This design comes from an exercise in tuning for small area on the open sky130 flow, not from production work. Only simulation tests tie the RTL to the original design; equivalence was not proved. Power and IR drop assume default switching activity.

===== design.v =====
`default_nettype none
package crypt3_pkg;
  localparam int WORD_W = 32;
  typedef logic [WORD_W-1:0] word_t;
  typedef logic [4*WORD_W-1:0] quad_t;
  typedef enum logic [1:0] {
    op_none     = 2'd0,
    op_choose   = 2'd1,
    op_parity   = 2'd2,
    op_majority = 2'd3
  } sha1_op_e;
endpackage
`default_nettype wire
`timescale 1ns/1ps
`default_nettype none
module crypt3_issue_ctrl (
  input  wire                  ck_gclkcx_crypt,
  input  wire                  cx_reset3,
  input  wire                  ival_e1,
  input  wire                  sha1c_e1,
  input  wire                  sha1p_e1,
  input  wire                  sha1m_e1,
  input  crypt3_pkg::word_t    e_e1,
  input  crypt3_pkg::quad_t    qm_e1,
  input  wire                  ival_e2,
  output crypt3_pkg::sha1_op_e s_op,
  output crypt3_pkg::word_t    s_e,
  output crypt3_pkg::word_t    s_w0,
  output crypt3_pkg::word_t    w1_q,
  output crypt3_pkg::word_t    w2_q,
  output crypt3_pkg::word_t    w3_q
);
  crypt3_pkg::sha1_op_e enc_op;
  crypt3_pkg::sha1_op_e op_q;
  crypt3_pkg::word_t    ew0_in;
  logic [3:0]           ew0_co;
  crypt3_pkg::word_t    ew0_q;
  logic [2:0]           ew0_cq;
  always_comb begin
    if (sha1c_e1)      enc_op = crypt3_pkg::op_choose;
    else if (sha1p_e1) enc_op = crypt3_pkg::op_parity;
    else if (sha1m_e1) enc_op = crypt3_pkg::op_majority;
    else               enc_op = crypt3_pkg::op_none;
  end
  sha1_add_blk u_ew0 (.a(e_e1), .b(qm_e1[31:0]), .ci(4'd0), .s(ew0_in), .co(ew0_co));
  assign s_e   = ival_e1 ? e_e1 : ew0_q;
  assign s_w0  = ival_e1 ? qm_e1[31:0] : {7'd0, ew0_cq[2], 7'd0, ew0_cq[1], 7'd0, ew0_cq[0], 8'd0};
  assign s_op = ival_e1 ? enc_op : op_q;
  always_ff @(posedge ck_gclkcx_crypt or posedge cx_reset3) begin
    if (cx_reset3) begin
      op_q <= crypt3_pkg::op_none;
    end else if (ival_e2) begin
      op_q <= crypt3_pkg::op_none;
    end else begin
      op_q <= s_op;
    end
  end
  always_ff @(posedge ck_gclkcx_crypt) begin
    if (ival_e1) begin
      ew0_q  <= ew0_in;
      ew0_cq <= ew0_co[2:0];
      w1_q <= qm_e1[63:32];
      w2_q <= qm_e1[95:64];
      w3_q <= qm_e1[127:96];
    end
  end
endmodule
`default_nettype wire
`timescale 1ns/1ps
`default_nettype none
module sha1_round (
  input  crypt3_pkg::sha1_op_e op,
  input  crypt3_pkg::word_t    x,
  input  crypt3_pkg::word_t    y,
  input  crypt3_pkg::word_t    z,
  output crypt3_pkg::word_t    f
);
  crypt3_pkg::word_t par, maj, ch;
  logic is_c, is_p, is_m;
  assign is_c = (op == crypt3_pkg::op_choose);
  assign is_p = (op == crypt3_pkg::op_parity);
  assign is_m = (op == crypt3_pkg::op_majority);
  assign par = x ^ y ^ z;
  assign maj = (x & y) | (x & z) | (y & z);
  assign ch  = (x & y) | (~x & z);
  assign f = ({32{is_c}} & ch) | ({32{is_p}} & par) | ({32{is_m}} & maj);
endmodule
`default_nettype wire
`timescale 1ns/1ps
`default_nettype none
module sha1_round_stage (
  input  crypt3_pkg::word_t a,
  input  crypt3_pkg::word_t b,
  output crypt3_pkg::word_t s
);
  crypt3_pkg::word_t p, g, gg, pp;
  assign p = a ^ b;
  assign g = a & b;
  always_comb begin
    gg = g;
    pp = p;
    for (int l = 1; l < 32; l = l * 2) begin
      for (int k = 2 * l - 1; k < 32; k = k + 2 * l) begin
        gg[k] = gg[k] | (pp[k] & gg[k-l]);
        pp[k] = pp[k] & pp[k-l];
      end
    end
    for (int l = 8; l >= 1; l = l / 2) begin
      for (int k = 3 * l - 1; k < 32; k = k + 2 * l) begin
        gg[k] = gg[k] | (pp[k] & gg[k-l]);
        pp[k] = pp[k] & pp[k-l];
      end
    end
  end
  assign s = p ^ {gg[30:0], 1'b0};
endmodule
`default_nettype wire
`default_nettype none
module sha1_csa (
  input  crypt3_pkg::word_t a,
  input  crypt3_pkg::word_t b,
  input  crypt3_pkg::word_t c,
  output crypt3_pkg::word_t s,
  output crypt3_pkg::word_t cy
);
  crypt3_pkg::word_t m;
  assign s  = a ^ b ^ c;
  assign m  = (a & b) | (a & c) | (b & c);
  assign cy = {m[30:0], 1'b0};
endmodule
`default_nettype wire
`default_nettype none
module sha1_add_blk (
  input  crypt3_pkg::word_t a,
  input  crypt3_pkg::word_t b,
  input  logic [3:0]        ci,
  output crypt3_pkg::word_t s,
  output logic [3:0]        co
);
  logic [32:0] c;
  for (genvar i = 0; i < 32; i++) begin : g_bit
    logic cin;
    if (i % 8 == 0) begin : g_first
      assign cin = ci[i/8];
    end else begin : g_next
      assign cin = c[i];
    end
    assign s[i]   = a[i] ^ b[i] ^ cin;
    assign c[i+1] = (a[i] & b[i]) | (a[i] & cin) | (b[i] & cin);
  end
  assign co = {c[32], c[24], c[16], c[8]};
endmodule
`default_nettype wire
`timescale 1ns/1ps
`default_nettype none
module crypt3_sha1 (
  input  wire                ck_gclkcx_crypt,
  input  wire                cx_reset3,
  input  wire                ival_e1,
  input  wire                sha1c_e1,
  input  wire                sha1p_e1,
  input  wire                sha1m_e1,
  input  crypt3_pkg::quad_t  qn_e1,
  input  crypt3_pkg::quad_t  qm_e1,
  input  wire                ival_e2,
  input  crypt3_pkg::quad_t  qd_e2,
  output crypt3_pkg::quad_t  crypt3_out_e6,
  output logic               crypt3_active
);
  crypt3_pkg::sha1_op_e op0;
  crypt3_pkg::word_t    e0, w0, w1_q, w2_q, w3_q;
  crypt3_issue_ctrl u_issue (
    .ck_gclkcx_crypt (ck_gclkcx_crypt),
    .cx_reset3       (cx_reset3),
    .ival_e1         (ival_e1),
    .sha1c_e1        (sha1c_e1),
    .sha1p_e1        (sha1p_e1),
    .sha1m_e1        (sha1m_e1),
    .e_e1            (qn_e1[31:0]),
    .qm_e1           (qm_e1),
    .ival_e2         (ival_e2),
    .s_op            (op0),
    .s_e             (e0),
    .s_w0            (w0),
    .w1_q            (w1_q),
    .w2_q            (w2_q),
    .w3_q            (w3_q)
  );
  crypt3_pkg::word_t a, b, c, d;
  assign a = qd_e2[127:96];
  assign b = qd_e2[95:64];
  assign c = qd_e2[63:32];
  assign d = qd_e2[31:0];
  crypt3_pkg::word_t f0, t0_n, t0_s1, t0_c1, t0_s2, t0_c2;
  sha1_round u_f0 (.op(op0), .x(b), .y(c), .z(d), .f(f0));
  sha1_csa u_t0a (.a({a[26:0], a[31:27]}), .b(e0), .c(w0), .s(t0_s1), .cy(t0_c1));
  sha1_csa u_t0b (.a(t0_s1), .b(t0_c1), .c(f0), .s(t0_s2), .cy(t0_c2));
  assign t0_n = t0_s2 + t0_c2;
  logic                 v1;
  crypt3_pkg::sha1_op_e op1;
  crypt3_pkg::word_t    t0_1, a_1, b_1, c_1, d_1;
  always_ff @(posedge ck_gclkcx_crypt or posedge cx_reset3) begin
    if (cx_reset3) v1 <= 1'b0;
    else           v1 <= ival_e2;
  end
  always_ff @(posedge ck_gclkcx_crypt) begin
    op1  <= op0;
    t0_1 <= t0_n;
    a_1  <= a;
    b_1  <= b;
    c_1  <= c;
    d_1  <= d;
  end
  crypt3_pkg::word_t f1, f2, t1_n, y2_n, z3_n, t1_s1, t1_c1, t1_s, t1_c, y2_s, y2_c;
  sha1_round u_f1 (.op(op1), .x(a_1), .y({b_1[1:0], b_1[31:2]}), .z(c_1), .f(f1));
  sha1_round u_f2 (.op(op1), .x(t0_1), .y({a_1[1:0], a_1[31:2]}), .z({b_1[1:0], b_1[31:2]}), .f(f2));
  sha1_csa u_t1a (.a(f1), .b(d_1), .c(w1_q), .s(t1_s1), .cy(t1_c1));
  sha1_csa u_t1b (.a({t0_1[26:0], t0_1[31:27]}), .b(t1_s1), .c(t1_c1), .s(t1_s), .cy(t1_c));
  sha1_round_stage u_t1 (.a(t1_s), .b(t1_c), .s(t1_n));
  sha1_csa u_y2c (.a(f2), .b(c_1), .c(w2_q), .s(y2_s), .cy(y2_c));
  sha1_round_stage u_y2 (.a(y2_s), .b(y2_c), .s(y2_n));
  logic [3:0] z3_co;
  sha1_add_blk u_z3 (.a({b_1[1:0], b_1[31:2]}), .b(w3_q), .ci(4'd0), .s(z3_n), .co(z3_co));
  logic                 v2;
  crypt3_pkg::sha1_op_e op2;
  crypt3_pkg::word_t    t0_2, t1_2, y2_2, a_2, z3_2;
  logic [2:0]           z3k_2;
  always_ff @(posedge ck_gclkcx_crypt or posedge cx_reset3) begin
    if (cx_reset3) v2 <= 1'b0;
    else           v2 <= v1;
  end
  always_ff @(posedge ck_gclkcx_crypt) begin
    op2  <= op1;
    t0_2 <= t0_1;
    t1_2 <= t1_n;
    y2_2 <= y2_n;
    a_2  <= a_1;
    z3_2 <= z3_n;
    z3k_2 <= z3_co[2:0];
  end
  crypt3_pkg::word_t f3, t2_n, y3_n;
  sha1_round u_f3 (.op(op2), .x(t1_2), .y({t0_2[1:0], t0_2[31:2]}), .z({a_2[1:0], a_2[31:2]}), .f(f3));
  sha1_round_stage u_t2 (.a({t1_2[26:0], t1_2[31:27]}), .b(y2_2), .s(t2_n));
  logic [3:0] y3_co;
  sha1_add_blk u_y3 (.a(f3), .b(z3_2), .ci({z3k_2, 1'b0}), .s(y3_n), .co(y3_co));
  logic              v3, empty3;
  crypt3_pkg::word_t t0_3, t1_3, t2_3, y3_3;
  logic [2:0]        y3k_3;
  always_ff @(posedge ck_gclkcx_crypt or posedge cx_reset3) begin
    if (cx_reset3) v3 <= 1'b0;
    else           v3 <= v2;
  end
  always_ff @(posedge ck_gclkcx_crypt) begin
    empty3 <= (op2 == crypt3_pkg::op_none);
    t0_3   <= t0_2;
    t1_3   <= t1_2;
    t2_3   <= t2_n;
    y3_3   <= y3_n;
    y3k_3  <= y3_co[2:0];
  end
  crypt3_pkg::word_t t3_n, t3_s, t3_c;
  sha1_csa u_t3c (.a({t2_3[26:0], t2_3[31:27]}), .b(y3_3), .c({7'd0, y3k_3[2], 7'd0, y3k_3[1], 7'd0, y3k_3[0], 8'd0}), .s(t3_s), .cy(t3_c));
  sha1_round_stage u_t3 (.a(t3_s), .b(t3_c), .s(t3_n));
  logic              load3, hold3;
  crypt3_pkg::quad_t res3;
  assign load3 = v3 & ~empty3;
  assign hold3 = ~v3;
  assign res3  = {t3_n, t2_3, t1_3[1:0], t1_3[31:2], t0_3[1:0], t0_3[31:2]};
  always_ff @(posedge ck_gclkcx_crypt) begin
    crypt3_out_e6 <= ({128{load3}} & res3) | ({128{hold3}} & crypt3_out_e6);
  end
  assign crypt3_active = ival_e1 | ival_e2 | v1 | v2 | v3;
endmodule
`default_nettype wire

===== flow/run.sh =====
#!/bin/bash
# the standard layout (standard.sh) with two area-only changes:
#  - port buffers are the smallest buffer (buf_1) instead of the resizer's pick
#  - the clock tree has no dummy loads and clusters more sinks per leaf buffer
# the tools write their logs under orfs/logs; make's own output goes to standard.log
export BUFFER_PORTS_ARGS="-buffer_cell sky130_fd_sc_hd__buf_1"
export CTS_ARGS="-sink_clustering_enable -repair_clock_nets -dont_use_dummy_load -sink_clustering_size 30 -sink_clustering_max_diameter 120"
bash standard.sh > standard.log 2>&1

===== standard.sh =====
#!/bin/bash
# synth_recipe.tcl (not shown) runs the flow's synth.tcl, then flattens the netlist and writes it again
# the make line also repeats each setting of config.mk as NAME=value (left out here)
make -C /OpenROAD-flow-scripts/flow DESIGN_CONFIG=/design/flow/config.mk WORK_HOME=/design/flow/orfs CLKGATE_MAP_FILE= SYNTH_SCRIPT=/design/flow/synth_recipe.tcl "${@:-finish}"

===== config.mk =====
export PLATFORM = sky130hd
export DESIGN_NAME = crypt3_sha1
export DESIGN_NICKNAME = crypt3_sha1
export VERILOG_FILES = /design/flow/design.v
export SDC_FILE = /design/flow/constraint.sdc
export NUM_CORES = 4
export LEC_CHECK = 0
export CAP_MARGIN = 20
export CORE_MARGIN = 2
export CORE_UTILIZATION = 40
export GPL_TIMING_DRIVEN = 0
export PLACE_DENSITY = 0.6
export SLEW_MARGIN = 20

===== constraint.sdc =====
create_clock -name core_clock -period 5.5 [get_ports {ck_gclkcx_crypt}]
set_input_delay 1.1000 -clock core_clock [delete_from_list [all_inputs] [get_ports {ck_gclkcx_crypt}]]
set_output_delay 1.1000 -clock core_clock [all_outputs]
set_load 0.01 [all_outputs]

==> load_flow_metrics.sql, run 1 <==
INSERT INTO impl_metrics (metric_group, metric, value, unit) VALUES
('run_status', 'outcome', 'timing/DRC/antenna clean', ''),
('placement', 'hpwl', '99.8', 'mm'),
('synth', 'dominantRegCellSynth', 'dfxtp_1', ''),
('synth', 'yosysWarningCount', '3', ''),
('synth', 'ys_async_sr_fraction', '0.00692', ''),
('cts', 'cts_made_buffers', '30', ''),
('timing', 'final.hold.worst_slack', '0.333', 'ns'),
('placement', 'routabilityCongestion', '0.916', ''),
('power_and_ir_drop', 'power_per_cell_area', '551', 'nW/um^2'),
('final_layout', 'final_cell_utilization_of_the_core', '0.450', ''),
('synth', 'netlist_instances', '3354', ''),
('final_layout', 'largest_register', 'crypt3_out_e6', ''),
('detailed_routing', 'wirelength', '116', 'mm'),
('floorplan', 'initial_core_util', '0.404', ''),
('final_layout', 'drive_gt1_frac', '0.0364', ''),
('timing', 'finalSetupViolCount', '0', ''),
('timing', 'clock-skew-final', '0.0591', 'ns'),
('setup_path', 'required_time_reported_for_the_critical_path_endpoint', '6.05', 'ns'),
('timing', 'relSlewSlack', '0.407', ''),
('power_and_ir_drop', 'peakVddDrop', '0.000270', 'V'),
('cts', 'post_cts_hold_buffer_count', '0', ''),
('synth', 'synth-seq-cells', '723', ''),
('timing', 'final_min_period_over_clock_period', '0.971', ''),
('synth', 'synth.avg_cell_area', '11.3', 'sq um'),
('setup_path', 'critical_path_peak_fanout', '5', ''),
('detailed_routing', 'drt-vias-per-instance', '4.93', ''),
('placement', 'placement.setup.worst_slack', '-2.26', 'ns'),
('global_route', 'number_of_global_route_vias_before_repair', '25365', ''),
('timing', 'setup_ws', '0.159', 'ns'),
('synth', 'yosys.cell_types.count', '61', ''),
('cts', 'cts.reportedPaths.clkPinSlew', '0.12', 'ns'),
('power_and_ir_drop', 'p_leak', '0.0183', 'uW'),
('cts', 'clkSinkCount', '723', ''),
('setup_path', 'cp_common_cell', 'fa_1', ''),
('synth', 'syn_nets', '4360', ''),
('synth', 'yosysSeqAreaShare', '0.418', ''),
('final_layout', 'layout.filler_cells', '9066', ''),
('timing', 'fin_setup_tns', '0', 'ns'),
('detailed_routing', 'count_of_antenna_violating_nets_left_after_detailed_routing', '0', ''),
('setup_path', 'worstPathCellList', 'fa_1 > a22o_1 > fa_1 > inv_1 > fa_1 > inv_1 > ha_1 > o21a_1 > o211ai_1 > nor2_1 > a21oi_4 > o22ai_2 > nand4_1 > a21oi_1 > fa_1 > xnor2_1 > xnor2_1 > xnor2_2 > xnor2_1', ''),
('setup_path', 'critical-path-top-delay-family', 'adder cells', ''),
('setup_path', 'timing.critical_path.to_type', 'register', ''),
('timing', 'timing.final.max_slew_violations', '0', ''),
('detailed_routing', 'drc_errors', '0', ''),
('final_layout', 'multi_input_area', '19600', 'sq um'),
('synth', 'synth-edff-count', '131', ''),
('setup_path', 'setup.worst_path.class', 'register to register', ''),
('global_route', 'first_pass_grt_wire_length', '168', 'mm'),
('setup_path', 'timing.critical_path.arrival', '5.89', 'ns'),
('job', 'max_cap_violations', '0', ''),
('final_layout', 'register_area', '15800', 'sq um'),
('timing', 'timing_worst_slew_pin_value', '0.867', 'ns'),
('global_route', 'grt_use_total', '0.237', ''),
('setup_path', 'cpPeakStageDelay', '0.57', 'ns'),
('setup_path', 'critPathLaunchType', 'register', ''),
('floorplan', 'fp.coreArea', '93500', 'sq um'),
('final_layout', 'layout_common_cells', 'dfxtp_1 (584), inv_1 (541), buf_1 (431), fa_1 (430), nand2_1 (316)', ''),
('detailed_routing', 'detail_route.iter0.violations', '1617', ''),
('global_route', 'grt_remaining_overflow', '0', ''),
('floorplan', 'floorplan.rows', '112', ''),
('timing', 'timing.fmax', '187', 'MHz'),
('placement', 'portBuffers', '423', ''),
('floorplan', 'die_h', '311', 'microns'),
('timing', 'period_minus_slack', '5.34', 'ns'),
('global_route', 'antenna_found_initial', '36', ''),
('cts', 'clock_tree_root_driver_cell', 'clkbuf_16', ''),
('floorplan', 'die_x', '311', 'microns'),
('setup_path', 'slowest_stage', 'dfxtp_1', ''),
('final_layout', 'flow.area_growth_from_synthesis', '11.3', '%'),
('detailed_routing', 'detailroute.via_count', '25038', ''),
('setup_path', 'critical_path.n_buffers_inverters', '2', '');
[routing by layer]
| layer | vias up | track usage | share of wire | wire length (microns) |
|---|---|---|---|---|
| li1 | 11865 | - | - | - |
| met1 | 12261 | 0.319 | 0.44 | 51000 |
| met2 | 707 | 0.393 | 0.47 | 54600 |
| met3 | 159 | 0.0447 | 0.061 | 7090 |
| met4 | 46 | 0.0638 | 0.029 | 3350 |
| met5 | - | 0 | 0.0026 | 299 |
[final timing paths]
path                                start          endpoint  slack, ns  cells after the start
max                        b_1[8]$_DFF_P_  t1_2[31]$_DFF_P_       0.16                     19
min                             cx_reset3      v3$_DFF_PP0_       0.33                      2
max reg2reg                b_1[8]$_DFF_P_  t1_2[31]$_DFF_P_       0.16                     19
min reg2reg                  v1$_DFF_PP0_      v2$_DFF_PP0_       0.39                      0
max in group asynchronous       cx_reset3      v1$_DFF_PP0_       4.98                      2
min in group core_clock      v1$_DFF_PP0_      v2$_DFF_PP0_       0.39                      0
[where the power goes]
| group | total (uW) | leakage (uW) | internal (uW) | switching (uW) |
|---|---|---|---|---|
| clock network | 2620 | 0.000370 | 977 | 1650 |
| logic | 11700 | 0.0117 | 5030 | 6700 |
| registers | 8820 | 0.00629 | 7150 | 1670 |
[cells in the mapped netlist, types with 58 or more instances]
library cell  number  share of area
nor2_1            58         0.0058
edfxtp_1         131           0.10
inv_1            542          0.054
xnor2_1           59          0.014
nand2_1          316          0.031
o22ai_1          114          0.019
a22oi_1           77          0.015
a21oi_1           66         0.0087
mux2i_1          135          0.036
o21ai_0          202          0.027
clkbuf_1          92         0.0091
dfxtp_1          587           0.31
fa_1             430           0.23
ha_1             185          0.061
[metrics by stage]
step / instances / total power (uW) / area (sq um)
global route: 5076 / 25100 / 42000
floorplan: 3354 / 16200 / 37800
CTS: 5067 / 23200 / 41900
finish: 5078 / 23200 / 42000
detailed placement: 5035 / 20500 / 41000
global placement: 5031 / 20200 / 40900
[logic make-up (layout without fill, tap and decap cells)]
logic type,after synthesis,count (layout),synth area share
AOI/OAI and AO/OA,612,612,0.102
xor gates and xnor gates,109,109,0.0253
adders and majority gates,615,615,0.289
buffers and inverters,652,1113,0.0648
DFF,723,723,0.418
muxes,171,171,0.0465
other,0,9,0
and+or+nand+nor,472,472,0.0536
[area by class of cell]
class	instances	area share
diodes	9	0.000536
multi-input cells	1979	0.467
flip-flops and latches	723	0.376
plain buffers	109	0.0114
inverters	542	0.0485
clock buffers	30	0.0179
repair buffers	432	0.0413
well taps	1254	0.0373
[timing repair]
action / in CTS / in global routing
pin swaps: 4 / 7
gates resized for setup: 50 / 38
setup buffers: 3 / 1
endpoints found under the setup margin: 61 / 16
gates cloned: 0 / 1
[worst register-to-register path: cells and delay by family, from the launching register on]
family	cells	cell delay [ns]
adder cells (fa/ha/maj)	5	2.23
AO/OA/AOI/OAI	6	1.30
XOR/XNOR	4	0.80
flip-flops	1	0.57
AND/OR/NAND/NOR	2	0.27
buffers and inverters	2	0.11
==> run 2, diff against run 1 <==
==> flow/run.sh (replaced) <==
#!/bin/bash
# the standard layout (standard.sh) with two area-only changes:
#  - port buffers are the smallest buffer (buf_1) instead of the resizer's pick
#  - the clock tree has no dummy loads and clusters more sinks per leaf buffer
# the tools write their logs under orfs/logs; make's own output goes to standard.log
export BUFFER_PORTS_ARGS="-buffer_cell sky130_fd_sc_hd__buf_1"
export CTS_ARGS="-sink_clustering_enable -repair_clock_nets -dont_use_dummy_load -sink_clustering_size 25 -sink_clustering_max_diameter 120"
bash standard.sh > standard.log 2>&1
==> load_flow_metrics.sql, run 2 <==
INSERT INTO impl_metrics (metric_group, metric, value, unit) VALUES
('timing', 'finalSetupViolCount', '0', ''),
('synth', 'share_of_yosys_cell_area_claimed_by_the_top_area_cell_type', '0.311', ''),
('synth', 'synthDominantAreaCellType', 'dfxtp_1', ''),
('power_and_ir_drop', 'p_leak', '0.0184', 'uW'),
('timing', 'timing_worst_slew_pin_value', '0.863', 'ns'),
('power_and_ir_drop', 'power_per_cell_area', '556', 'nW/um^2'),
('timing', 'period_minus_slack', '5.30', 'ns'),
('synth', 'syn_nets', '4360', ''),
('detailed_routing', 'drc_errors', '0', ''),
('synth', 'ys_async_sr_fraction', '0.00692', ''),
('final_layout', 'num-nets-final', '4830', ''),
('final_layout', 'largest_register', 'crypt3_out_e6', ''),
('global_route', 'number_of_global_route_vias_before_repair', '25450', ''),
('synth', 'synth-seq-cells', '723', ''),
('cts', 'ctsHtreeMaxLevel', '2', ''),
('placement', 'hpwl', '99.8', 'mm'),
('global_route', 'grt_remaining_overflow', '0', ''),
('detailed_routing', 'drt_pass1_iterations', '5', ''),
('final_layout', 'fin_cells', '5089', ''),
('synth', 'yosysWarningCount', '3', ''),
('synth', 'area_share_of_fa_ha_maj_cells_after_synthesis', '0.289', ''),
('detailed_routing', 'count_of_antenna_violating_nets_left_after_detailed_routing', '0', ''),
('floorplan', 'floorplan.rows', '112', ''),
('cts', 'cts_made_buffers', '37', ''),
('timing', 'relSlewSlack', '0.410', ''),
('worst_hold_path', 'min-delay-path-class', 'primary input to asynchronous set/reset pin', ''),
('synth', 'post_synthesis_share_of_cell_area_spent_on_and_or_nand_and_nor_gates', '0.0536', ''),
('timing', 'clock-skew-final', '0.0527', 'ns'),
('detailed_routing', 'wirelength', '117', 'mm'),
('synth', 'yosys.cell_types.count', '61', ''),
('placement', 'placed_cells_incl_taps', '5035', ''),
('synth', 'netlist_area', '37800', 'sq um'),
('timing', 'final-hold-violation-count', '0', ''),
('final_layout', 'layout.filler_cells', '9054', ''),
('timing', 'timing.final.max_slew_violations', '0', ''),
('placement', 'portBuffers', '423', ''),
('synth', 'yosys-top-cells-count', 'dfxtp_1 (587), inv_1 (542), fa_1 (430)', ''),
('synth', 'netlist_instances', '3354', ''),
('final_layout', 'largest_register_ffs', '128', ''),
('cts', 'clock_tree_root_driver_cell', 'clkbuf_16', ''),
('cts', 'clkSinkCount', '723', ''),
('setup_path', 'required_time_reported_for_the_critical_path_endpoint', '6.00', 'ns'),
('detailed_routing', 'detailroute.via_count', '25271', ''),
('final_layout', 'drive_gt1_frac', '0.0385', ''),
('floorplan', 'die_area', '96900', 'sq um'),
('synth', 'dominantRegCellSynth', 'dfxtp_1', ''),
('final_layout', 'final_cell_utilization_of_the_core', '0.452', ''),
('global_route', 'antenna_found_initial', '36', ''),
('job', 'max_cap_violations', '0', ''),
('timing', 'final_min_period_over_clock_period', '0.963', ''),
('detailed_routing', 'detail_route.iter0.violations', '1743', ''),
('setup_path', 'setup.worst_path.class', 'register to register', ''),
('setup_path', 'critical_path_peak_fanout', '10', ''),
('final_layout', 'layout_commonest_cell', 'dfxtp_1', ''),
('floorplan', 'fp.coreArea', '93500', 'sq um'),
('final_layout', 'layout_common_cells', 'dfxtp_1 (583), inv_1 (541), buf_1 (431), fa_1 (430), nand2_1 (316)', ''),
('power_and_ir_drop', 'peakVddDrop', '0.000251', 'V'),
('synth', 'synth.avg_cell_area', '11.3', 'sq um'),
('setup_path', 'timing.critical_path.to_type', 'register', ''),
('detailed_routing', 'drt-vias-per-instance', '4.97', ''),
('global_route', 'grt_use_total', '0.239', ''),
('global_route', 'first_pass_grt_wire_length', '169', 'mm'),
('timing', 'timing.fmax', '189', 'MHz'),
('synth', 'synth_compound_area_frac', '0.102', ''),
('synth', 'yosysSeqAreaShare', '0.418', ''),
('run_status', 'outcome', 'timing/DRC/antenna clean', ''),
('cts', 'cts.reportedPaths.clkPinSlew', '0.11', 'ns'),
('setup_path', 'timing.critical_path.arrival', '5.80', 'ns'),
('global_route', 'grt_start_max_net_pins', '37', ''),
('floorplan', 'io_pins', '520', ''),
('floorplan', 'die_h', '311', 'microns'),
('synth', 'share_of_cell_area_taken_by_muxes_after_synthesis', '0.0465', ''),
('setup_path', 'critPathLaunchType', 'register', ''),
('synth', 'synthXorXnorAreaFrac', '0.0253', ''),
('synth', 'synth-edff-count', '131', ''),
('placement', 'routabilityCongestion', '0.916', ''),
('synth', 'ys_top_cells_by_area', 'dfxtp_1 (31%), fa_1 (23%), edfxtp_1 (10%)', ''),
('floorplan', 'die_x', '311', 'microns'),
('floorplan', 'initial_core_util', '0.404', ''),
('cts', 'cts-root-to-sink-buffers', '3', ''),
('cts', 'tritoncts', 'yes', ''),
('synth', 'synth_top_family_by_area', 'adder cells', ''),
('synth', 'synth_most_common_cell', 'dfxtp_1', ''),
('cts', 'worst_skew_pair.late_latency', '0.62', 'ns'),
('final_layout', 'flow.area_growth_from_synthesis', '11.8', '%'),
('timing', 'rsz0062_at_grt', 'no', ''),
('detailed_routing', 'drt-wirelength-per-cell', '23.0', 'microns');
[run 2: cell counts after synthesis]
Identical to the previous run, type by type.
[run 2: routing by layer]
layer  part of all wire  wire (microns)  global-route usage
met1               0.44           51300               0.322
met2               0.46           54300               0.391
met3              0.062            7210              0.0449
met4              0.032            3750              0.0707
met5             0.0025             292                   0
[run 2: worst max-delay path: stages (launching register included)]
cell and delay [ns]:
dfxtp_2 0.36, clkbuf_4 0.18, nor2b_1 0.14, buf_4 0.19, buf_4 0.19, a22o_1 0.25, fa_1 0.48, inv_1 0.05
fa_1 0.53, inv_1 0.06, ha_1 0.19, a21oi_2 0.24, o21ai_1 0.13, a221o_1 0.38, a21oi_4 0.19, o22ai_2 0.14
nand4_1 0.13, a21oi_1 0.11, fa_1 0.44, xnor2_1 0.20, xnor2_1 0.12, xnor2_2 0.34, xnor2_1 0.14
[run 2: cell families (layout without fill, tap and decap cells)]
family                   after synthesis  in the layout
AND/OR/NAND/NOR                      472            472
flip-flops                           723            723
XOR/XNOR                             109            109
AO/OA/AOI/OAI                        612            612
buffers and inverters                652           1120
multiplexers                         171            171
adder cells (fa/ha/maj)              615            615
other                                  0             13
[run 2: repair_timing]
| action | 4_1_cts | 5_1_grt |
|---|---|---|
| gates cloned | 0 | 1 |
| hold buffers | 0 | 0 |
| pin swaps | 4 | 7 |
| gates resized for setup | 51 | 40 |
| endpoints found under the setup margin | 61 | 15 |
| setup buffers | 3 | 1 |
[run 2: path summary, 6_finish.rpt]
check	slack, ns	cells past startpoint	endpoint	start
hold reg to reg	0.39	0	v2$_DFF_PP0_	v1$_DFF_PP0_
min in group core_clock	0.39	0	v2$_DFF_PP0_	v1$_DFF_PP0_
setup / recovery	0.20	22	t1_2[31]$_DFF_P_	op1[1]$_DFF_P_
max in group asynchronous	4.94	2	u_issue.op_q[0]$_DFF_PP0_	cx_reset3
setup reg to reg	0.20	22	t1_2[31]$_DFF_P_	op1[1]$_DFF_P_
hold / removal	0.38	2	v1$_DFF_PP0_	cx_reset3
[run 2: area by class of cell]
cell class | instances | area (sq um) | area share
Antenna cell | 13 | 32.5 | 0.000771
Buffer | 109 | 475 | 0.0113
Clock buffer | 37 | 926 | 0.0219
Inverter | 542 | 2040 | 0.0483
Multi-Input combinational cell | 1979 | 19600 | 0.465
Sequential cell | 723 | 15800 | 0.375
Tap cell | 1254 | 1570 | 0.0372
Timing Repair Buffer | 432 | 1740 | 0.0413
[run 2: through the flow]
| stage | total power (uW) | hold WS [ns] | TNS [ns] | setup WS, ns | instance area [sq um] |
|---|---|---|---|---|---|
| floorplan | 16200 | 0.350 | 0 | 0.245 | 37800 |
| global placement | 20200 | 0.362 | -458.35 | -7.20 | 40900 |
| detailed placement | 20500 | 0.365 | -60.23 | -2.26 | 41000 |
| CTS | 23500 | 0.348 | 0 | 0.0157 | 42100 |
| global route | 25400 | 0.367 | 0 | 0.00610 | 42200 |
| finish | 23500 | 0.375 | 0 | 0.201 | 42200 |
[run 2: power by group]
part	switching [uW]	total, uW	internal [uW]	leakage (uW)
clock	1730	2940	1210	0.000456
sequential	1670	8820	7150	0.00629
combinational	6690	11700	5030	0.0117
total	10100	23500	13400	0.0184
==> run 3, diff against run 2 <==
==> flow/run.sh (replaced) <==
#!/bin/bash
# The standard layout (standard.sh) with area-only changes:
#  - the standard synthesis runs unchanged; flow/polarity.py then removes the
#    inverters that Yosys' full-adder extraction leaves (exact rewrites, see the
#    script), and flow/equiv.ys proves the result equal to the standard
#    netlist at every port and flip-flop; if that proof fails the standard
#    netlist is used as it is
#  - port buffers are the smallest buffer (buf_1) instead of the resizer's pick
#  - the clock tree has no dummy loads and clusters more sinks per leaf buffer
# Each tool's output goes to its own log here: standard_synth.log,
# polarity.log, equiv.log, standard.log (and ORFS's own logs under orfs/logs).
set -u
export BUFFER_PORTS_ARGS="-buffer_cell sky130_fd_sc_hd__buf_1"
export CTS_ARGS="-sink_clustering_enable -repair_clock_nets -dont_use_dummy_load -sink_clustering_size 25 -sink_clustering_max_diameter 120"

R=orfs/results/$FLOW_PLATFORM/crypt3_sha1/base
LIB=$FLOW_HOME/platforms/$FLOW_PLATFORM/lib/sky130_fd_sc_hd__tt_025C_1v80.lib

bash standard.sh synth > standard_synth.log 2>&1 || exit 1

mkdir -p pol
cp $R/1_2_yosys.v pol/standard.v
if python3 flow/polarity.py "$LIB" pol/standard.v pol/clean.v > polarity.log 2>&1; then
  cp "$LIB" pol/lib.lib
  sed "s/^module $FLOW_TOP(/module gold(/" pol/standard.v > pol/gold.v
  sed "s/^module $FLOW_TOP(/module gate(/" pol/clean.v > pol/gate.v
  if (cd pol && yosys -q -l ../equiv.log ../flow/equiv.ys) > equiv_stdout.log 2>&1; then
    echo "using the cleaned netlist" >> polarity.log
    cp pol/clean.v $R/1_2_yosys.v
    rm -f $R/1_synth.odb $R/1_synth.sdc
  else
    echo "equivalence not proven, using the standard netlist" >> polarity.log
  fi
  rm -f pol/lib.lib
fi

bash standard.sh > standard.log 2>&1
==> flow/equiv.ys (new file) <==
# proves the cleaned netlist (gate) equal to the standard synthesis (gold) at
# every port and flip-flop; internal net names are hidden so only those match
read_liberty -ignore_miss_func lib.lib
read_verilog gold.v
read_verilog gate.v
hierarchy -check
flatten gold gate
opt_clean
async2sync
rename -hide w:_*
opt_clean
equiv_make gold gate equiv
hierarchy -top equiv
equiv_simple
equiv_induct
equiv_status -assert
==> flow/polarity.py (new file) <==
#!/usr/bin/env python3
"""Inverter clean-up for the flat sky130hd gate netlist that Yosys writes.

Yosys' full-adder extraction leaves many inverters around the fa cells. This
script removes every inverter between two internal nets and then puts back as
few as it can, using three exact rewrites:
  - a full adder is self-dual: fa(~a, ~b, ~c) gives (~sum, ~cout), so an fa can
    take all its inputs inverted and give its outputs inverted;
  - an XOR-type cell takes any input polarity and gives either output polarity
    (xor2 <-> xnor2, same area);
  - a cell whose every load wants its output inverted becomes its complement
    cell (nand2 <-> and2, a21oi <-> a21o, ...) when that is smaller than an
    inverter; the complement is found from the liberty functions.
Flip-flops and ports keep their connections and polarity, so the netlist
computes the same function at every port and flip-flop.

usage: polarity.py LIB IN.v OUT.v
"""
import itertools
import re
import sys
from collections import defaultdict

P = 'sky130_fd_sc_hd__'
INVS = {P + 'inv_1', P + 'inv_2'}
FA = {P + 'fa_1', P + 'fa_2', P + 'fa_4'}
XOR2 = (P + 'xor2_1', P + 'xnor2_1')
XOR3 = (P + 'xor3_1', P + 'xnor3_1')
INV_AREA = 3.7536


def truth(func, ins):
    e = func.replace('+', '|').replace('*', '&').replace(' ', '')
    e = re.sub(r'!(\w+)', r'(1^\1)', e)
    while '!(' in e:
        i = e.index('!(')
        depth, j = 0, i + 1
        while True:
            if e[j] == '(':
                depth += 1
            elif e[j] == ')':
                depth -= 1
                if depth == 0:
                    break
            j += 1
        e = e[:i] + '(1^' + e[i + 1:j + 1] + ')' + e[j + 1:]
    tt = []
    for vals in itertools.product((0, 1), repeat=len(ins)):
        tt.append(eval(e, {}, dict(zip(ins, vals))) & 1)
    return tuple(tt)


def read_lib(path):
    """cell -> (area, inputs, output pin, truth table); no table unless one
    combinational output"""
    txt = open(path).read()
    cells = {}
    heads = list(re.finditer(r'\n    cell \("(\w+)"\) \{', txt))
    for k, m in enumerate(heads):
        name = m.group(1)
        end = heads[k + 1].start() if k + 1 < len(heads) else len(txt)
        body = txt[m.end():end]
        am = re.search(r'\n        area : ([0-9.]+);', body)
        area = float(am.group(1)) if am else 0.0
        ins, outs = [], []
        for pm in re.finditer(r'\n        pin \("(\w+)"\) \{(.*?)\n        \}', body, re.S):
            pn, pb = pm.group(1), pm.group(2)
            d = re.search(r'direction : "(\w+)"', pb)
            if not d:
                continue
            if d.group(1) == 'input':
                ins.append(pn)
            elif d.group(1) == 'output':
                f = re.search(r'\n            function : "([^"]*)"', pb)
                outs.append((pn, f.group(1) if f else None))
        seq = re.search(r'\n        (ff|latch|statetable) ', body)
        if len(outs) != 1 or outs[0][1] is None or seq:
            cells[name] = (area, tuple(sorted(ins)), None, None)
        else:
            cells[name] = (area, tuple(sorted(ins)), outs[0][0],
                           truth(outs[0][1], sorted(ins)))
    return cells


def main():
    lib, src, dst = sys.argv[1], sys.argv[2], sys.argv[3]
    cl = read_lib(lib)
    # complement cell: same inputs, complemented function, smallest area
    by_fn = defaultdict(list)
    for n, (a, ins, o, tt) in cl.items():
        if tt is not None and n.startswith(P) and not any(
                s in n for s in ('lpflow', 'clk', 'probe', 'dly', 'buf', 'inv')):
            by_fn[(ins, tt)].append((a, n))
    comp = {}
    for n, (a, ins, o, tt) in cl.items():
        if tt is None:
            continue
        c = by_fn.get((ins, tuple(1 - t for t in tt)))
        if c:
            comp[n] = min(c)[1]

    text = open(src).read()
    m = re.search(r'^module .*?;\n', text, re.M | re.S)
    head_end = m.end()
    body = text[head_end:]
    inst_re = re.compile(r'^  (sky130_fd_sc_hd__\w+) (\\\S+ |\S+) \(\n(.*?)\n  \);\n', re.M | re.S)
    pin_re = re.compile(r'\.(\w+)\((.*?)\)(?:,|$)', re.M)
    cells, spans = [], []
    for mm in inst_re.finditer(body):
        conns = {}
        for pm in pin_re.finditer(mm.group(3)):
            conns[pm.group(1)] = pm.group(2).strip()
        cells.append({'type': mm.group(1), 'name': mm.group(2), 'pins': conns})
        spans.append((mm.start(), mm.end()))
    rest, pos = [], 0
    for a, b in spans:
        rest.append(body[pos:a])
        pos = b
    tail = body[pos:]
    decls = ''.join(rest)
    for line in (decls + tail).splitlines():
        s = line.strip()
        if s and not (s.startswith('wire ') or s.startswith('input ') or s.startswith('output ')
                      or s == 'endmodule' or s.startswith('/*')):
            sys.exit('netlist has a statement this script does not handle: ' + s)
    ports = set()
    for pm in re.finditer(r'^\s*(input|output)\s+(\[(\d+):(\d+)\]\s+)?(\S+);', text, re.M):
        nm = pm.group(5)
        if pm.group(2):
            hi, lo = int(pm.group(3)), int(pm.group(4))
            for i in range(min(hi, lo), max(hi, lo) + 1):
                ports.add('%s[%d]' % (nm, i))
        else:
            ports.add(nm)

    def outpins(c):
        t = c['type']
        if t in FA or t.startswith(P + 'ha_'):
            return ('SUM', 'COUT')
        info = cl.get(t)
        if info and info[2]:
            return (info[2],)
        return tuple(p for p in c['pins'] if p in ('Q', 'Q_N', 'X', 'Y', 'HI', 'LO'))

    driver = {}
    for ci, c in enumerate(cells):
        if c['type'] not in cl:
            sys.exit('unknown cell ' + c['type'])
        for p in outpins(c):
            if p in c['pins']:
                driver[c['pins'][p]] = (ci, p)

    inv_of, removed = {}, set()
    for ci, c in enumerate(cells):
        if c['type'] in INVS:
            a, y = c['pins']['A'], c['pins']['Y']
            if y in ports or "'" in a:
                continue
            inv_of[y] = a
            removed.add(ci)

    def base(n):
        pol, k = 0, 0
        while n in inv_of:
            n, pol, k = inv_of[n], pol ^ 1, k + 1
            if k > 1000:
                sys.exit('inverter loop')
        return n, pol

    need = {}
    consumers = defaultdict(list)
    for ci, c in enumerate(cells):
        if ci in removed:
            continue
        ops = set(outpins(c))
        for p, n in c['pins'].items():
            if p in ops or p == 'CLK' or "'" in n:
                continue
            b, pol = base(n)
            need[(ci, p)] = [b, pol]
            consumers[b].append((ci, p))

    kind = {}
    for ci, c in enumerate(cells):
        if ci in removed:
            continue
        if c['type'] in FA:
            kind[ci] = 'fa'
        elif c['type'] in XOR2 or c['type'] in XOR3:
            kind[ci] = 'xor'
    flip = defaultdict(int)

    def drv_flip(b):
        d = driver.get(b)
        return flip[d[0]] if d is not None and d[0] in kind else 0

    def pin_pol(ci, p):
        b, pol = need[(ci, p)]
        if kind.get(ci) == 'fa':
            pol ^= flip[ci]
        return pol ^ drv_flip(b)

    def swap_delta(b):
        if b in ports:
            return None
        d = driver.get(b)
        if d is None or d[0] in kind or d[0] in removed:
            return None
        t = cells[d[0]]['type']
        if t not in comp or len(outpins(cells[d[0]])) != 1:
            return None
        return cl[comp[t]][0] - cl[t][0]

    def pols(b):
        inv1 = inv0 = False
        for ci, p in consumers[b]:
            if kind.get(ci) == 'xor':
                continue
            if pin_pol(ci, p):
                inv1 = True
            else:
                inv0 = True
        return inv1, inv0

    def net_cost(b):
        inv1, inv0 = pols(b)
        if not inv1:
            return 0.0
        if not inv0:
            sd = swap_delta(b)
            if sd is not None and sd < INV_AREA:
                return sd
        return INV_AREA

    def nets_of(ci):
        c = cells[ci]
        s = set()
        if kind.get(ci) == 'fa':
            for p in ('A', 'B', 'CIN'):
                if (ci, p) in need:
                    s.add(need[(ci, p)][0])
        for p in outpins(c):
            if p in c['pins']:
                s.add(c['pins'][p])
        return s

    all_nets = set(consumers)
    before = sum(net_cost(b) for b in all_nets)
    rounds, improved = 0, True
    while improved and rounds < 50:
        improved, rounds = False, rounds + 1
        for ci in list(kind):
            ns = nets_of(ci)
            c0 = sum(net_cost(b) for b in ns)
            flip[ci] ^= 1
            c1 = sum(net_cost(b) for b in ns)
            if c1 < c0 - 1e-9:
                improved = True
            else:
                flip[ci] ^= 1
    after = sum(net_cost(b) for b in all_nets)

    swap, inv_needed = set(), []
    for b in sorted(all_nets):
        inv1, inv0 = pols(b)
        if not inv1:
            continue
        sd = swap_delta(b) if not inv0 else None
        if sd is not None and sd < INV_AREA:
            swap.add(b)
        else:
            inv_needed.append(b)
    newinv = {b: '_pol_%d_' % i for i, b in enumerate(inv_needed)}

    out_cells = []
    area_delta = 0.0
    for ci, c in enumerate(cells):
        if ci in removed:
            area_delta -= cl[c['type']][0]
            continue
        typ = c['type']
        pins = dict(c['pins'])
        ops = outpins(c)
        if kind.get(ci) == 'xor':
            pair = XOR2 if typ in XOR2 else XOR3
            par = 1 if typ == pair[1] else 0
            for p in ('A', 'B', 'C'):
                if (ci, p) in need:
                    b, pol = need[(ci, p)]
                    par ^= pol ^ drv_flip(b)
                    pins[p] = b
            par ^= flip[ci]
            onet = pins.pop(ops[0])
            typ = pair[1] if par else pair[0]
            pins[cl[typ][2]] = onet
        else:
            for p in list(pins):
                if (ci, p) not in need:
                    continue
                b = need[(ci, p)][0]
                want = pin_pol(ci, p) ^ (1 if b in swap else 0)
                pins[p] = newinv[b] if want else b
            if len(ops) == 1 and pins.get(ops[0]) in swap:
                onet = pins.pop(ops[0])
                nt = comp[typ]
                area_delta += cl[nt][0] - cl[typ][0]
                typ = nt
                pins[cl[typ][2]] = onet
        out_cells.append((typ, c['name'], pins))
    for b, y in newinv.items():
        out_cells.append((P + 'inv_1', '_polinv' + y, {'A': b, 'Y': y}))
        area_delta += INV_AREA

    lines = [text[:head_end], decls]
    for y in newinv.values():
        lines.append('  wire %s;\n' % y)
    for typ, name, pins in out_cells:
        ps = ',\n'.join('    .%s(%s)' % (p, n + ' ' if n.startswith('\\') else n)
                        for p, n in pins.items())
        lines.append('  %s %s (\n%s\n  );\n' % (typ, name, ps))
    lines.append(tail)
    open(dst, 'w').write(''.join(lines))
    print('removed %d inverters, added %d, swapped %d cells to their complement; '
          'cost %.1f -> %.1f; area change %.1f um2; %d rounds'
          % (len(removed), len(newinv), len(swap), before, after, area_delta, rounds))


if __name__ == '__main__':
    main()
==> load_flow_metrics.sql, run 3 <==
INSERT INTO impl_metrics (metric_group, metric, value, unit) VALUES
('setup_path', 'worstPathCellList', 'fa_1 > a22o_1 > fa_1 > fa_1 > ha_1 > a21oi_2 > o21ai_0 > a221o_1 > a21oi_2 > o22ai_2 > nand4_1 > a21oi_1 > fa_1 > xor2_1 > xnor2_1 > xnor2_2 > xnor2_1', ''),
('final_layout', 'flow.area_growth_from_synthesis', '12.1', '%'),
('detailed_routing', 'wirelength', '115', 'mm'),
('floorplan', 'die_x', '306', 'microns'),
('setup_path', 'timing.critical_path.to_type', 'register', ''),
('detailed_routing', 'drt_pass1_iterations', '7', ''),
('cts', 'ctsHtreeMaxLevel', '2', ''),
('final_layout', 'largest_register_ffs', '128', ''),
('setup_path', 'critical-path-top-delay-family', 'adder cells', ''),
('global_route', 'grt_remaining_overflow', '0', ''),
('worst_hold_path', 'hold-path-cell-count', '0', ''),
('setup_path', 'timing.critical_path.arrival', '5.86', 'ns'),
('timing', 'relSlewSlack', '0.373', ''),
('worst_hold_path', 'min_delay_worst_endpoint', 'op2[0]$_DFF_P_', ''),
('final_layout', 'drive_gt1_frac', '0.0433', ''),
('global_route', 'first_pass_grt_wire_length', '166', 'mm'),
('detailed_routing', 'detailroute.via_count', '23986', ''),
('setup_path', 'worstReg2RegStart', 'b_1[11]$_DFF_P_', ''),
('timing', 'clock-skew-final', '0.0521', 'ns'),
('power_and_ir_drop', 'peakVddDrop', '0.000306', 'V'),
('worst_hold_path', 'min-delay-path-class', 'register to register', ''),
('timing', 'timing.fmax', '186', 'MHz'),
('floorplan', 'io_pins', '520', ''),
('placement', 'hpwl', '98.1', 'mm'),
('detailed_routing', 'drt-vias-per-instance', '5.17', ''),
('timing', 'fin_setup_tns', '0', 'ns'),
('global_route', 'antenna_found_initial', '31', ''),
('floorplan', 'die_h', '306', 'microns'),
('final_layout', 'layout_commonest_cell', 'dfxtp_1', ''),
('synth', 'synth.avg_cell_area', '12.3', 'sq um'),
('floorplan', 'initial_core_util', '0.404', ''),
('global_route', 'number_of_global_route_vias_before_repair', '24632', ''),
('cts', 'post_cts_hold_buffer_count', '0', ''),
('floorplan', 'die_area', '93600', 'sq um'),
('detailed_routing', 'drc_errors', '0', ''),
('cts', 'tritoncts', 'yes', ''),
('final_layout', 'largest_register', 'crypt3_out_e6', ''),
('setup_path', 'required_time_reported_for_the_critical_path_endpoint', '5.98', 'ns'),
('power_and_ir_drop', 'power_per_cell_area', '570', 'nW/um^2'),
('setup_path', 'regToRegEndpoint', 't1_2[31]$_DFF_P_', ''),
('setup_path', 'cpPeakStageDelay', '0.59', 'ns'),
('timing', 'timing.final.max_slew_violations', '0', ''),
('final_layout', 'final_cell_utilization_of_the_core', '0.453', ''),
('timing', 'rsz0062_at_grt', 'no', ''),
('setup_path', 'regToRegSetupSlack', '0.12', 'ns'),
('global_route', 'grt_start_max_net_pins', '38', ''),
('synth', 'yosysWarningCount', '3', ''),
('timing', 'timing_worst_slew_pin_value', '0.917', 'ns'),
('cts', 'cts.reportedPaths.clkPinSlew', '0.10', 'ns'),
('synth', 'netlist_area', '36500', 'sq um'),
('job', 'max_cap_violations', '0', ''),
('placement', 'portBuffers', '423', ''),
('power_and_ir_drop', 'p_total', '23300', 'uW'),
('global_route', 'grt_use_total', '0.245', ''),
('synth', 'syn_nets', '3975', ''),
('setup_path', 'slowest_stage', 'dfxtp_1', ''),
('setup_path', 'cp_common_cell', 'fa_1', ''),
('setup_path', 'worst-r2r-cell-count', '17', ''),
('cts', 'clkSinkCount', '723', ''),
('setup_path', 'critical_path_peak_fanout', '5', ''),
('power_and_ir_drop', 'p_leak', '0.0167', 'uW'),
('cts', 'cts_made_buffers', '36', ''),
('timing', 'period_minus_slack', '5.38', 'ns'),
('run_status', 'outcome', 'timing/DRC/antenna clean', ''),
('final_layout', 'layout_common_cells', 'dfxtp_1 (584), buf_1 (431), fa_1 (430), nand2_1 (315), o21ai_0 (194)', ''),
('timing', 'finalSetupViolCount', '0', ''),
('timing', 'final-hold-violation-count', '0', ''),
('worst_hold_path', 'min-delay-start', 'op1[0]$_DFF_P_', ''),
('setup_path', 'setup.worst_path.class', 'register to register', ''),
('setup_path', 'critPathLaunchType', 'register', ''),
('cts', 'worst_skew_pair.late_latency', '0.60', 'ns'),
('detailed_routing', 'count_of_antenna_violating_nets_left_after_detailed_routing', '0', ''),
('final_layout', 'num-nets-final', '4453', ''),
('cts', 'clock_tree_root_driver_cell', 'clkbuf_16', ''),
('detailed_routing', 'drt-wirelength-per-cell', '24.8', 'microns'),
('setup_path', 'critical_path.n_buffers_inverters', '0', ''),
('synth', 'netlist_instances', '2969', ''),
('detailed_routing', 'detail_route.iter0.violations', '1606', ''),
('timing', 'final_min_period_over_clock_period', '0.979', ''),
('floorplan', 'fp.coreArea', '90100', 'sq um'),
('placement', 'routabilityCongestion', '0.935', ''),
('cts', 'cts-root-to-sink-buffers', '3', ''),
('floorplan', 'floorplan.rows', '110', '');
-- run 3: cell type report --
| type | count | area, sq um |
|---|---|---|
| diodes | 17 | 42.5 |
| plain buffers | 109 | 495 |
| clock buffers | 36 | 901 |
| fillers | 8416 | 49300 |
| inverters | 157 | 593 |
| multi-input cells | 1979 | 19700 |
| flip-flops and latches | 723 | 15800 |
| well taps | 1176 | 1470 |
| repair buffers | 441 | 1850 |
-- run 3: worst reg2reg max path: stages (launching register included) --
cell	delay (ns)
dfxtp_1	0.59
fa_1	0.49
a22o_1	0.25
fa_1	0.50
fa_1	0.42
ha_1	0.34
a21oi_2	0.24
o21ai_0	0.15
a221o_1	0.37
a21oi_2	0.21
o22ai_2	0.15
nand4_1	0.16
a21oi_1	0.14
fa_1	0.47
xor2_1	0.17
xnor2_1	0.16
xnor2_2	0.35
xnor2_1	0.12
-- run 3: where the power goes --
group	internal [uW]	switching, uW	leakage [uW]	total [uW]
registers	7160	1750	0.00629	8910
clock network	1180	1710	0.000444	2890
logic	5070	6410	0.0100	11500
-- run 3: timing repair --
item                       in CTS  in global routing
resized for setup              54                 29
buffers inserted                5                  6
setup endpoints to repair      56                 17
cloned                          0                  2
pin swaps                       4                  6
-- run 3: how the worst max path moves through the flow --
stage	from	endpoint	slack (ns)	depth (start not counted)
final	b_1[11]$_DFF_P_	t1_2[31]$_DFF_P_	0.12	17
after floorplan	ival_e1	t0_1[25]$_DFF_P_	0.07	16
after detailed placement	ival_e1	t0_1[25]$_DFF_P_	-2.23	21
after global placement	ival_e1	t0_1[25]$_DFF_P_	-7.46	19
after CTS	ival_e1	t0_1[25]$_DFF_P_	-0.02	22
after global routing	ival_e1	t0_1[24]$_DFF_P_	0.006	17
-- run 3: metrics by stage --
stage	setup WS, ns	area, sq um	hold slack, ns	cells
after floorplan	0.0738	36500	0.350	2969
after global placement	-7.46	39500	0.360	4568
after detailed placement	-2.23	39600	0.362	4573
after CTS	-0.0185	40700	0.368	4613
after global routing	0.00635	40900	0.384	4634
final	0.116	40900	0.377	4638
-- run 3: per-layer routing --
layer  vias to the layer above  wire length, microns  GRT usage
met2                       809                 53800      0.401
met5                         -                   175          0
met4                        26                  3840     0.0771
li1                      11127                     -          -
met3                       172                  6490     0.0372
met1                     11852                 50700      0.336

[what the ideal ports hide]
The results above use ideal ports. As a check the final layouts listed here were re-extracted and re-timed, cells and wires unchanged.
Step 1 assumes that a clkbuf_16 drives the clock port and a buf_2 every other input.
Step 2 adds t to the input delays and takes it off the output delays; t is the mean of the earliest and latest rising clock arrival at the registers after step 1. Input paths then give back, and output paths get back, about the clock's delay inside the block.
a / b / c = no drivers / after step 1 / after step 2; a / b = the first two.
run	shift t [ns]	setup slack, ns	slew at the worst register clock pin (ns)	worst slew at a driven data input, ns
run 1	0.707	0.159 / 0.159 / -0.431	0.12 / 0.12	0.12
run 2	0.662	0.201 / 0.201 / -0.432	0.11 / 0.11	0.13
run 3	0.644	0.116 / 0.116 / -0.425	0.11 / 0.11	0.12
Met with ideal ports but missed after step 2: setup timing in every run listed. The setup slack of run 2, which loses most, moves by 0.000 ns with the drivers and by -0.633 ns with both steps.
